This design comes from an exercise in tuning for small area on the open sky130 flow, not from production work. Only simulation tests tie the RTL to the original design; equivalence was not proved. No activity file was given, so power comes from the tool's default toggle rates.

v39:
==> flow/design.v (excerpt) <==
module matrix_alu #(
    parameter int ELEM_W     = 16,
    parameter int MUL_CYCLES = 16
) (
    input  logic                 Clk,
    input  logic                 nReset,
    input  logic                 start,
    input  logic [2:0]           opcode,
    input  logic [16*ELEM_W-1:0] operandA,
    input  logic [16*ELEM_W-1:0] operandB,
    output logic [16*ELEM_W-1:0] result,
    output logic                 busy,
    output logic                 done,
    output logic                 err
);
    localparam logic [2:0] OP_ADD = 3'b000;
    localparam logic [2:0] OP_SUB = 3'b001;
    localparam logic [2:0] OP_TRN = 3'b010;
    localparam logic [2:0] OP_SCL = 3'b011;
    localparam logic [2:0] OP_MUL = 3'b100;
    localparam logic [1:0] S_IDLE = 2'd0;
    localparam logic [1:0] S_BUSY = 2'd1;
    localparam logic [1:0] S_DONE = 2'd2;
    logic [15:0] x_q   [16];
    logic [15:0] b_q   [16];
    logic [15:0] r_q   [4];
    logic [15:0] acc_q [4];
    logic [1:0]  st_q;
    logic [7:0]  cnt_q;
    logic [2:0]  op_q;
    logic        valid_q;
    logic        err_q;
    logic        lap_q;
    logic        idle_q, nidle_q;    
    wire idle   = idle_q;
    wire accept = start & idle;
    wire legal  = (opcode <= OP_MUL);
    wire ld     = start & idle_q & legal;
    wire ldn    = ~start | nidle_q | ~legal;
    wire [3:0] ph = cnt_q[3:0];
    wire [15:0] x0 = x_q[0] ^ {16{~cnt_q[0]}};
    wire [15:0] b0 = b_q[0] ^ {16{~cnt_q[0]}};
    wire [7:0] n  = cnt_q;
    wire [3:0]  rv = n[7:4];
    logic [1:0] m_row;
  ...
Size in the first run: roughly 2000 cells after synthesis, about 660 flip-flops, ~780 I/O pins, about 23000 sq um of cells after synthesis.
==> flow/config.mk <==
export PLATFORM = sky130hd
export DESIGN_NAME = matrix_alu
export DESIGN_NICKNAME = matrix_alu
export VERILOG_FILES = /design/flow/design.v
export SDC_FILE = /design/flow/constraint.sdc
export NUM_CORES = 4
export LEC_CHECK = 0
export CAP_MARGIN = 20
export CORE_AREA = 2 2 428 110
export DIE_AREA = 0 0 430 112
export PLACE_DENSITY = 0.9
export SLEW_MARGIN = 20
==> flow/constraint.sdc <==
create_clock -name core_clock -period 12.0 [get_ports {Clk}]
set_input_delay 2.4000 -clock core_clock [delete_from_list [all_inputs] [get_ports {Clk}]]
set_output_delay 2.4000 -clock core_clock [all_outputs]
set_load 0.01 [all_outputs]
standard.sh (not shown) runs the stock make flow with config.mk's settings and CLKGATE_MAP_FILE= SYNTH_SCRIPT=/design/flow/synth_recipe.tcl, a recipe that flattens the netlist after the stock synthesis.
==> flow/flow/run.sh <==
#!/bin/bash
set -euo pipefail
bash standard.sh \
  BUFFER_PORTS_ARGS="-buffer_cell sky130_fd_sc_hd__buf_1" \
  CTS_ARGS="-sink_clustering_enable -repair_clock_nets -buf_list sky130_fd_sc_hd__clkbuf_4 -sink_clustering_buffer sky130_fd_sc_hd__clkbuf_8 -sink_clustering_size 14 -sink_clustering_max_diameter 40 -dont_use_dummy_load" \
  finish > make_finish.log 2>&1
v39 reached the end of the flow, and the finished layout is clean on the timing, design-rule and antenna checks.
#### Input delta (v43 over v39)
Settings: PLACE_DENSITY now 0.65, was 0.9; DIE_AREA now 0 0 440 130, was 0 0 430 112; CORE_AREA now 2 2 438 128, was 2 2 428 110.
==> flow/flow/run.sh <==
#!/bin/bash
set -euo pipefail
bash standard.sh \
  BUFFER_PORTS_ARGS="-buffer_cell sky130_fd_sc_hd__buf_1" \
  CTS_ARGS="-sink_clustering_enable -repair_clock_nets -buf_list sky130_fd_sc_hd__clkbuf_4 -dont_use_dummy_load" \
  finish > make_finish.log 2>&1
==> results.txt <==
Between v39 and v43, the sequential cell count of the final layout does not differ in any meaningful way. Summary: net switching component of the power, v43 better than v39. Critical path arrival: v43 > v39. Side by side, non-clock buffer count turned out higher in v43 than in v39. v43: flow completed, timing, DRC and antenna clean.
The inputs of v30 differ from those of v43 as listed below.
Settings: changing PLACE_DENSITY from 0.65 to 0.8; changing CORE_AREA from 2 2 438 128 to 2 2 428 110; changing DIE_AREA from 0 0 440 130 to 0 0 430 112.
--- a/flow/flow/run.sh
+++ b/flow/flow/run.sh
@@ -5 +5 @@
-  CTS_ARGS="-sink_clustering_enable -repair_clock_nets -buf_list sky130_fd_sc_hd__clkbuf_4 -dont_use_dummy_load" \
+  CTS_ARGS="-sink_clustering_enable -repair_clock_nets -buf_list sky130_fd_sc_hd__clkbuf_4 -sink_clustering_buffer sky130_fd_sc_hd__clkbuf_8 -sink_clustering_size 12 -sink_clustering_max_diameter 40 -dont_use_dummy_load" \
v43 → v30: final area lower, total detailed-routing wirelength now larger, global-route usage went up by 6.7 points, time the final worst path needs with I/O delays and setup down 0.20 ns.

static timing again, ports no longer ideal:
The flow's constraints put no driver on any port. The routed layouts listed below were extracted and timed again, unchanged, in two steps.
Step 1 (the two cells are an assumption about what drives the block):
set clk [get_ports {Clk}]
set_driving_cell -lib_cell sky130_fd_sc_hd__clkbuf_16 $clk
set_driving_cell -lib_cell sky130_fd_sc_hd__buf_2 [delete_from_list [all_inputs] $clk]
Step 2 adds t to the input delays and takes it off the output delays; t is the mean of the earliest and latest rising clock arrival at the registers after step 1. Input paths then give back, and output paths get back, about the clock's delay inside the block.
Three values: no drivers, after step 1, after step 2; two values: the first two.
run	shift t [ns]	setup WS [ns]	clock arrival spread, ns	worst data-port slew with drivers (ns)
v39	0.894	0.545 / 0.545 / 0.545	0.092 / 0.092	0.14
v43	0.963	0.347 / 0.347 / 0.347	0.111 / 0.110	0.14
v30	0.946	0.551 / 0.551 / 0.551	0.154 / 0.154	0.17
After both steps setup and hold are still met in every run listed.
